Context: an optimization exercise on an open-source flow, tuned for small area, a short achievable clock period and few clock cycles per item. The choices shown serve that exercise and are no tape-out recipe. In this exercise RTL edits were held to simulation tests only and were not proved equivalent to the original. Power and IR drop assume default switching activity.

==> flow/design.v <==
`timescale 1ns / 1ps
`default_nettype none
package rbcr_pkg;
    localparam int MODE_W    = 3;
    localparam int SLOT_W    = 6;
    localparam int TAG_W     = 16;
    localparam int UOP_W     = 4;
    localparam int REQ_W     = 7;
    localparam int CNT_W     = 7;
    localparam int CTR_W     = 32;
    localparam int CFG_IDX_W = 2;
    localparam int CFG_DAT_W = 7;
    localparam logic [MODE_W-1:0] MODE_ALLOC  = 3'd0;
    localparam logic [MODE_W-1:0] MODE_POP    = 3'd1;
    localparam logic [MODE_W-1:0] MODE_COMMIT = 3'd2;
    localparam logic [MODE_W-1:0] MODE_RETIRE = 3'd3;
    localparam logic [MODE_W-1:0] MODE_FLUSH  = 3'd4;
    localparam logic [MODE_W-1:0] MODE_QUERY  = 3'd5;
    localparam logic [1:0] ST_OK       = 2'd0;
    localparam logic [1:0] ST_FULL     = 2'd1;
    localparam logic [1:0] ST_EMPTY    = 2'd2;
    localparam logic [1:0] ST_MISMATCH = 2'd3;
    localparam logic [CFG_IDX_W-1:0] CFG_CAPACITY = 2'd0;
    localparam logic [CFG_IDX_W-1:0] CFG_REMOVE   = 2'd1;
    localparam logic [CFG_IDX_W-1:0] CFG_SIM      = 2'd2;
    typedef struct packed {
        logic [MODE_W-1:0] mode;
        logic [SLOT_W-1:0] slot;
        logic [TAG_W-1:0]  op_tag;
        logic [UOP_W-1:0]  uop_number;
        logic [REQ_W-1:0]  request_count;
    } t_in;
    typedef struct packed {
        logic [1:0]        status;
        logic [SLOT_W-1:0] alloc_slot;
        logic              can_allocate;
        logic [CNT_W-1:0]  flushed_count;
        logic [CNT_W-1:0]  freed_count;
        logic [CTR_W-1:0]  retired_ops_total;
        logic [CTR_W-1:0]  retired_insns_total;
        logic [CNT_W-1:0]  uncommitted_count;
        logic [CNT_W-1:0]  committed_count;
        logic              all_empty;
    } t_out;
    typedef struct packed {
        logic capture;
        logic exec;
        logic drain_step;
    } t_ctrl_cmd;
    typedef struct packed {
        logic drain_req;
        logic drain_more;
    } t_dp_stat;
endpackage
`default_nettype wire
`timescale 1ns / 1ps
`default_nettype none
module rbcr_ctrl
(
    input  wire logic      i_clk,
    input  wire logic      i_rst_n,
    input  wire logic      i_start,
    input  rbcr_pkg::t_dp_stat       i_stat,
    output rbcr_pkg::t_ctrl_cmd      o_ctrl,
    output logic           o_busy,
    output logic           o_done
);
    typedef enum logic [2:0] {
        S_IDLE  = 3'b001,
        S_EXEC  = 3'b010,
        S_DRAIN = 3'b100
    } t_state;
    t_state r_state, n_state;
    logic   r_done, n_done;
    always_comb begin
        n_state = r_state;
        n_done  = 1'b0;
        o_ctrl  = '0;
        case (r_state)
            S_IDLE: begin
                if (i_start) begin
                    o_ctrl.capture = 1'b1;
                    n_state        = S_EXEC;
                end
            end
            S_EXEC: begin
                o_ctrl.exec = 1'b1;
                if (i_stat.drain_req) begin
                    n_state = S_DRAIN;
                end else begin
                    n_state = S_IDLE;
                    n_done  = 1'b1;
                end
            end
            S_DRAIN: begin
                if (i_stat.drain_more) begin
                    o_ctrl.drain_step = 1'b1;
                end else begin
                    n_state = S_IDLE;
                    n_done  = 1'b1;
                end
            end
            default: begin
                n_state = S_IDLE;
            end
        endcase
    end
    always_ff @(posedge i_clk) begin
        if (!i_rst_n) begin
            r_state <= S_IDLE;
            r_done  <= 1'b0;
        end else begin
            r_state <= n_state;
            r_done  <= n_done;
        end
    end
    assign o_busy = (r_state != S_IDLE);
    assign o_done = r_done;
endmodule
`default_nettype wire
`timescale 1ns / 1ps
`default_nettype none
module rbcr_datapath
#(
    parameter int RING_DEPTH = 64
) (
    input  wire logic                  i_clk,
    input  wire logic                  i_rst_n,
    input  wire logic                  i_cfg_we,
    input  wire logic [1:0]            i_cfg_index,
    input  wire logic [6:0]            i_cfg_data,
    input  rbcr_pkg::t_in                        i_cmd,
    input  rbcr_pkg::t_ctrl_cmd                  i_ctrl,
    output rbcr_pkg::t_dp_stat                   o_stat,
    output rbcr_pkg::t_out                       o_result
);
    localparam int PW = $clog2(RING_DEPTH);
    localparam int CW = $clog2(RING_DEPTH + 1);
    localparam int AW = ((CW > rbcr_pkg::REQ_W) ? CW : rbcr_pkg::REQ_W) + 1;
    localparam int XW = ((CW > PW + 1) ? CW : PW + 1);
    localparam logic [PW-1:0] LAST = PW'(RING_DEPTH - 1);
    function automatic logic [PW-1:0] next_ptr(input logic [PW-1:0] p);
        next_ptr = (p == LAST) ? '0 : p + 1'b1;
    endfunction
    function automatic logic [PW-1:0] prev_ptr(input logic [PW-1:0] p);
        prev_ptr = (p == '0) ? LAST : p - 1'b1;
    endfunction
    rbcr_pkg::t_in                   r_cmd;
    logic [rbcr_pkg::UOP_W-1:0]      r_uop;
    logic [rbcr_pkg::UOP_W-1:0]      r_uop_mem [RING_DEPTH];
    logic [PW-1:0]         r_head, n_head;
    logic [PW-1:0]         r_commit, n_commit;
    logic [PW-1:0]         r_tail, n_tail;
    logic [CW-1:0]         r_com, n_com;
    logic [CW-1:0]         r_unc, n_unc;
    logic [rbcr_pkg::CTR_W-1:0]      r_ops, n_ops;
    logic [rbcr_pkg::CTR_W-1:0]      r_insns, n_insns;
    logic [RING_DEPTH-1:0] r_marks, n_marks;
    logic [rbcr_pkg::REQ_W-1:0]      r_cap;
    logic                  r_roc;
    logic                  r_sim;
    logic [1:0]            r_status, n_status;
    logic [PW-1:0]         r_alloc, n_alloc;
    logic                  r_can, n_can;
    logic [CW-1:0]         r_flushed, n_flushed;
    logic [CW-1:0]         r_freed, n_freed;
    logic [PW-1:0]         slot_idx;
    logic                  in_ring;
    logic [CW:0]           occ;
    logic                  is_full;
    logic [PW:0]           diff;
    logic [PW:0]           off;
    logic                  flush_hit;
    logic [AW-1:0]         cur;
    logic                  fits;
    logic                  commit_miss;
    logic                  head_op;
    logic                  mem_we;
    assign slot_idx    = PW'(r_cmd.slot);
    assign in_ring     = 32'(r_cmd.slot) < 32'(RING_DEPTH);
    assign occ         = {1'b0, r_com} + {1'b0, r_unc};
    assign is_full     = occ >= (CW + 1)'(RING_DEPTH);
    assign diff        = {1'b0, slot_idx} - {1'b0, r_commit};
    assign off         = diff[PW] ? diff + (PW + 1)'(RING_DEPTH) : diff;
    assign flush_hit   = in_ring && (XW'(off) < XW'(r_unc));
    assign cur         = r_roc ? AW'(r_unc) : AW'(r_unc) + AW'(r_com);
    assign fits        = (AW'(r_cmd.request_count) + cur) <= AW'(r_cap);
    assign commit_miss = 32'(r_commit) != 32'(r_cmd.slot);
    assign head_op     = in_ring ? (r_uop == '0) : 1'b1;
    always_comb begin
        n_head    = r_head;
        n_commit  = r_commit;
        n_tail    = r_tail;
        n_com     = r_com;
        n_unc     = r_unc;
        n_ops     = r_ops;
        n_insns   = r_insns;
        n_marks   = r_marks;
        n_status  = r_status;
        n_alloc   = r_alloc;
        n_can     = r_can;
        n_flushed = r_flushed;
        n_freed   = r_freed;
        mem_we    = 1'b0;
        if (i_ctrl.exec) begin
            n_status  = rbcr_pkg::ST_OK;
            n_alloc   = '0;
            n_can     = 1'b0;
            n_flushed = '0;
            n_freed   = '0;
            case (r_cmd.mode)
                rbcr_pkg::MODE_ALLOC: begin
                    if (is_full) begin
                        n_status = rbcr_pkg::ST_FULL;
                    end else begin
                        mem_we          = 1'b1;
                        n_marks[r_tail] = 1'b0;
                        n_alloc         = r_tail;
                        n_tail          = next_ptr(r_tail);
                        n_unc           = r_unc + 1'b1;
                    end
                end
                rbcr_pkg::MODE_POP: begin
                    if (r_unc == '0) begin
                        n_status = rbcr_pkg::ST_EMPTY;
                    end else begin
                        n_tail = prev_ptr(r_tail);
                        n_unc  = r_unc - 1'b1;
                    end
                end
                rbcr_pkg::MODE_COMMIT: begin
                    if (r_sim) begin
                        if (r_unc == '0) begin
                            n_status = rbcr_pkg::ST_EMPTY;
                        end else begin
                            if (commit_miss) begin
                                n_status = rbcr_pkg::ST_MISMATCH;
                            end
                            n_marks[r_commit] = 1'b0;
                            n_commit          = next_ptr(r_commit);
                            n_unc             = r_unc - 1'b1;
                            n_com             = r_com + 1'b1;
                        end
                    end
                end
                rbcr_pkg::MODE_RETIRE: begin
                    if (r_sim && in_ring) begin
                        n_marks[slot_idx] = 1'b1;
                    end
                    if (head_op) begin
                        n_insns = r_insns + 1'b1;
                    end
                    n_ops = r_ops + 1'b1;
                end
                rbcr_pkg::MODE_FLUSH: begin
                    if (flush_hit) begin
                        n_flushed = r_unc - CW'(off);
                        n_unc     = CW'(off);
                        n_tail    = slot_idx;
                    end
                end
                rbcr_pkg::MODE_QUERY: begin
                    n_can = fits;
                end
                default: begin
                end
            endcase
        end else if (i_ctrl.drain_step) begin
            n_marks[r_head] = 1'b0;
            n_head          = next_ptr(r_head);
            n_com           = r_com - 1'b1;
            n_freed         = r_freed + 1'b1;
        end
    end
    always_ff @(posedge i_clk) begin
        if (!i_rst_n) begin
            r_head   <= '0;
            r_commit <= '0;
            r_tail   <= '0;
            r_com    <= '0;
            r_unc    <= '0;
            r_ops    <= '0;
            r_insns  <= '0;
            r_marks  <= '0;
            r_cap    <= rbcr_pkg::REQ_W'(64);
            r_roc    <= 1'b0;
            r_sim    <= 1'b1;
        end else begin
            r_head   <= n_head;
            r_commit <= n_commit;
            r_tail   <= n_tail;
            r_com    <= n_com;
            r_unc    <= n_unc;
            r_ops    <= n_ops;
            r_insns  <= n_insns;
            r_marks  <= n_marks;
            if (i_cfg_we) begin
                case (i_cfg_index)
                    rbcr_pkg::CFG_CAPACITY: r_cap <= i_cfg_data;
                    rbcr_pkg::CFG_REMOVE:   r_roc <= i_cfg_data[0];
                    rbcr_pkg::CFG_SIM:      r_sim <= i_cfg_data[0];
                    default: begin
                    end
                endcase
            end
        end
    end
    always_ff @(posedge i_clk) begin
        r_status  <= n_status;
        r_alloc   <= n_alloc;
        r_can     <= n_can;
        r_flushed <= n_flushed;
        r_freed   <= n_freed;
        if (i_ctrl.capture) begin
            r_cmd <= i_cmd;
            r_uop <= r_uop_mem[PW'(i_cmd.slot)];
        end
        if (mem_we) begin
            r_uop_mem[r_tail] <= r_cmd.uop_number;
        end
    end
    assign o_stat.drain_req  = (r_cmd.mode == rbcr_pkg::MODE_RETIRE) && r_sim;
    assign o_stat.drain_more = (r_com != '0) && r_marks[r_head];
    assign o_result.status              = r_status;
    assign o_result.alloc_slot          = rbcr_pkg::SLOT_W'(r_alloc);
    assign o_result.can_allocate        = r_can;
    assign o_result.flushed_count       = rbcr_pkg::CNT_W'(r_flushed);
    assign o_result.freed_count         = rbcr_pkg::CNT_W'(r_freed);
    assign o_result.retired_ops_total   = r_ops;
    assign o_result.retired_insns_total = r_insns;
    assign o_result.uncommitted_count   = rbcr_pkg::CNT_W'(r_unc);
    assign o_result.committed_count     = rbcr_pkg::CNT_W'(r_com);
    assign o_result.all_empty           = (r_unc == '0) && (r_com == '0);
endmodule
`default_nettype wire
`timescale 1ns / 1ps
`default_nettype none
module reorder_buffer_commit_retire_unit
#(
    parameter int RING_DEPTH = 64
) (
    input  wire logic                  i_clk,
    input  wire logic                  i_rst_n,
    input  wire logic                  start,
    output logic                       busy,
    input  wire logic [35:0]           i_cmd,
    output logic                       o_done,
    output logic [101:0]               o_result,
    input  wire logic                  i_cfg_we,
    input  wire logic [1:0]            i_cfg_index,
    input  wire logic [6:0]            i_cfg_data
);
    rbcr_pkg::t_ctrl_cmd ctrl;
    rbcr_pkg::t_dp_stat  stat;
    rbcr_pkg::t_in       cmd;
    rbcr_pkg::t_out      result;
    assign cmd      = i_cmd;
    assign o_result = result;
    rbcr_ctrl u_ctrl (
        .i_clk   (i_clk),
        .i_rst_n (i_rst_n),
        .i_start (start),
        .i_stat  (stat),
        .o_ctrl  (ctrl),
        .o_busy  (busy),
        .o_done  (o_done)
    );
    rbcr_datapath #(
        .RING_DEPTH (RING_DEPTH)
    ) u_datapath (
        .i_clk       (i_clk),
        .i_rst_n     (i_rst_n),
        .i_cfg_we    (i_cfg_we),
        .i_cfg_index (i_cfg_index),
        .i_cfg_data  (i_cfg_data),
        .i_cmd       (cmd),
        .i_ctrl      (ctrl),
        .o_stat      (stat),
        .o_result    (result)
    );
endmodule
`default_nettype wire
==> flow/run.sh <==
#!/bin/bash
# synth_recipe.tcl (not shown) runs the flow's synth.tcl, then flattens the netlist and writes it again
# the make line also repeats each setting of config.mk as NAME=value (left out here)
make -C /OpenROAD-flow-scripts/flow DESIGN_CONFIG=/design/flow/config.mk WORK_HOME=/design/flow/orfs CLKGATE_MAP_FILE= SYNTH_SCRIPT=/design/flow/synth_recipe.tcl finish
==> flow/config.mk <==
export PLATFORM = sky130hd
export DESIGN_NAME = reorder_buffer_commit_retire_unit
export DESIGN_NICKNAME = reorder_buffer_commit_retire_unit
export VERILOG_FILES = /design/flow/design.v
export SDC_FILE = /design/flow/constraint.sdc
export NUM_CORES = 4
export LEC_CHECK = 0
export CAP_MARGIN = 20
export CORE_MARGIN = 2
export CORE_UTILIZATION = 40
export SLEW_MARGIN = 20
==> flow/constraint.sdc <==
create_clock -name core_clock -period 5.0 [get_ports {i_clk}]
set_input_delay 1.0000 -clock core_clock [delete_from_list [all_inputs] [get_ports {i_clk}]]
set_output_delay 1.0000 -clock core_clock [all_outputs]
set_load 0.01 [all_outputs]
==> impl_results.md <==
* Status: complete, no violations
* Total clock sinks at 476
* Detailed Place HPWL at 54110 um
* Clock Skews at 26.31 ps
* Vias in the first global route at 19060
* RSZ-0062 raised after global routing: false
* Setup-failing EPs final at 0
* Seq cells post-synth at 476
* Via density at 5.944
* CP Capture Type: register
* TritonCTS clock tree: done
* Max incr delay on CP at 530 ps
* Crit-path most repeated cell: o21ai_0
* Final hold violations at 0
* WS Path Type: reg -> reg
* Clk slew on worst S/H paths at 60 ps
* Crit path max fanout at 14
* Tot GR Track Use at 23.82%
* Largest net degree at the start of global routing at 85
* Clock buffer depth at 3
* Fill cell count at 5695
* Die span in y at 254.7 um
* Crit-path cells: inv_1 > ha_1 > nor2b_1 > o21ai_0 > a21oi_1 > o21ai_0 > a21boi_0 > or2_2 > ha_1 > and4_1 > nand3_1 > o21ai_0 > a21oi_1 > o311a_1 > nand2_1 > o311a_1
* R2R Setup Slk at 770 ps
* Number of cells on the worst hold path at 1
* CTS Hold Bufs at 0
* RePlAce Congestion at 0.9574
* Fin crit share at 84.52%
* Data arrival time of the worst path at 4730 ps
* Antenna violations before repair at 1
* CTS H-tree depth at 2
* GRT met2 Usage at 38.71%
* Met1 usage at 32.50%
* Chip Width at 254.7 um
* Fin nets at 2527
* Synth Warn # at 2
* Pleak at 0.009857 uW
* CTS Buf Count at 53
* Post-CTS Setup Bufs at 0
* Layer with the highest usage: met2
* Crit. path cell count at 16
* Maximum vdd drop at 0.0003064 V
* DRT Pass-1 Iters at 7
* Clock Tree Root: clkbuf_16
* Cell area after synthesis at 25130 um^2
* Share of layout cells above drive strength 1 at 11.74%
* CP Launch Type: register
* Worst-Margin Slew at 1191 ps
* Prevailing post-synth register cell: edfxtp_1
* Fmax achieved at 236.6 MHz
* Via count at 19560
* Max-cap check violation count at 0
* WL per Instance at 23.46 um
* Fraction of registers with async set/reset at 0%
* Clock latency (worst-skew pair) at 620 ps
* Core area at 61940 um^2
* Count leader, synth: edfxtp_1
* Syn avg cell area at 10.88 um^2
* Area Growth Syn to Fin at 16.29%
* IO Port Bufs at 136
* Headroom to the max-slew limit at 19.96%
* WP data required at 5500 ps
* Area leader, netlist: edfxtp_1
* Min-delay worst type: reg -> reg
* Top-Level Pins at 153
* Fin Hold WS at 458.0 ps
* DRT iter0 DRCs at 1831
* # DRC at 0
* Die ar. at 64850 um^2
* First-pass GRT wire length at 118400 um
* Syn nets at 2429
* Family with the most delay on the worst path: compound AO/OA/AOI/OAI gates
* Critical-path top delay cell: o311a_1
* Reg2Reg Depth at 16
* N_diodes at 0
* Netlist cell types at 92
* Final WS setup at 774.2 ps
* Pins over their slew limit at 0
* Post-layout min period at 4226 ps
* DP Worst Slack at 839.2 ps
* Site Rows at 91
* CTS resizes at 0
* Post-synthesis sequential area ratio at 49.71%
* Starting density of the core at 40.57%
* Total grt overflow at 0
* Final TNS setup at 0 ps
* Buf+Inv Stages, Crit Path at 1
* Area contributors post-synth: edfxtp_1 35%, dfxtp_1 14%, mux4_2 8.5%
* Top-area cell type share of the netlist area at 35.37%
* Antenna Violating Nets Remaining at 0
* GR Util met3 at 3.235%
* Number of synthesized flops with an enable pin at 296
* Drt total wl at 77190 um
* Power per cell area at 305.6 nW/um^2
* Cells after synthesis at 2310
* Commonest cells in the netlist: 296 x edfxtp_1, 238 x nor2_1, 180 x dfxtp_1, 180 x nand2_1, 157 x o21ai_0
logic make-up after synthesis:
group           share of synthesized area [%]
fa+ha+maj                               3.664
mux                                     10.99
buf+inv                                 3.445
simple gates                            15.26
flops                                   49.71
compound gates                          13.34
xor+xnor                                3.590
state kept, by name, summed over array words and instances (netlist names), 3 cells and up:
name and cells:
u_ctrl.r_state 3, u_datapath.r_alloc 6, u_datapath.r_cap 7, u_datapath.r_cmd 20
u_datapath.r_com 7, u_datapath.r_commit 6, u_datapath.r_flushed 7, u_datapath.r_freed 7
u_datapath.r_head 6, u_datapath.r_insns 32, u_datapath.r_marks 64, u_datapath.r_ops 32
u_datapath.r_tail 6, u_datapath.r_unc 7, u_datapath.r_uop 4, u_datapath.r_uop_mem 256
where the power goes:
part / leakage (uW) / internal (uW) / switching, uW
combinational: 0.00481 / 207 / 346
sequential: 0.00413 / 4200 / 30.2
clock: 0.000914 / 2480 / 1660
total: 0.00986 / 6890 / 2040
final timing paths:
path                          startpoint                    end
setup reg to reg  u_datapath.r_commit[1]    u_datapath.r_unc[5]
hold / removal     u_datapath.r_freed[6]  u_datapath.r_freed[6]
setup / recovery  u_datapath.r_commit[1]    u_datapath.r_unc[5]
hold reg to reg    u_datapath.r_freed[6]  u_datapath.r_freed[6]
per-stage QoR:
stage / cells / cell area, um^2 / utilization, % / power (uW)
after CTS: 3289 / 29200 / 47.15 / 9011
after global routing: 3290 / 29220 / 47.18 / 9204
after global placement: 3189 / 27330 / 44.12 / 4851
after detailed placement: 3189 / 27330 / 44.12 / 4861
after floorplan: 2310 / 25130 / - / 4654
final: 3290 / 29220 / 47.18 / 8931
area by class of cell:
| cell class | instances | area (um^2) | area share (%) |
|---|---|---|---|
| flip-flops and latches | 476 | 12490 | 42.75 |
| well taps | 837 | 1047 | 3.583 |
| inverters | 64 | 241.5 | 0.8263 |
| multi-input cells | 1626 | 11780 | 40.31 |
| clock buffers | 67 | 1450 | 4.962 |
| repair buffers | 187 | 1784 | 6.105 |
| clock inverters | 33 | 429.2 | 1.469 |
worst register-to-register path: cells and delay by family (launching register included):
family | cells | cell delay, ps
AOI/OAI and AO/OA | 8 | 1800
adders and majority gates | 2 | 680
and+or+nand+nor | 5 | 920
buffers and inverters | 1 | 190
DFF | 1 | 520
metal layers:
| metal | routed length (um) | up-vias |
|---|---|---|
| met4 | 2825 | 0 |
| met1 | 33260 | 9676 |
| met2 | 35940 | 773 |
| met5 | 0 | - |
| met3 | 5161 | 159 |
| li1 | - | 8949 |
layout by cell type, fill, tap and decap left out, types with 29 or more instances in the layout:
cell,Yosys,layout
edfxtp_1,296,296
nor2_1,238,238
nand2_1,180,180
dfxtp_1,180,180
o21ai_0,157,157
clkdlybuf4s50_1,0,133
a21oi_1,97,97
mux4_2,95,95
nand3_1,73,73
ha_1,64,64
inv_1,61,60
xnor2_1,60,60
mux2i_1,60,60
clkbuf_16,0,54
nor3_1,52,52
buf_4,4,49
xor2_1,43,43
a31oi_1,40,40
and3_1,32,32
nand4_1,29,29
or3_1,29,29
Testbench counts, summed over its fixed seeds: cycles 55,239, items 24,000.

afterwards: timing with drivers on the ports:
In the flow no input, the clock included, has a driving cell. The finished layout below was timed again as built, in two steps.
Step 1 sets driving cells, clkbuf_16 on the clock port and buf_2 on the other inputs (assumed; they add their load-dependent delay and slew).
Step 2 also shifts input and output timing later by t, the mid clock arrival at the registers, as if the neighbouring blocks saw the same clock.
a / b / c = ideal ports / drivers / drivers and shift; a / b = the first two.
shift t [ns]: 0.667
setup WS [ns]: 0.774 / 0.774 / 0.774
hold slack, ns: 0.458 / 0.458 / 0.458
After both steps setup and hold are still met in this run. The setup slack of this run moves by 0.000 ns with the drivers and by 0.000 ns with both steps.
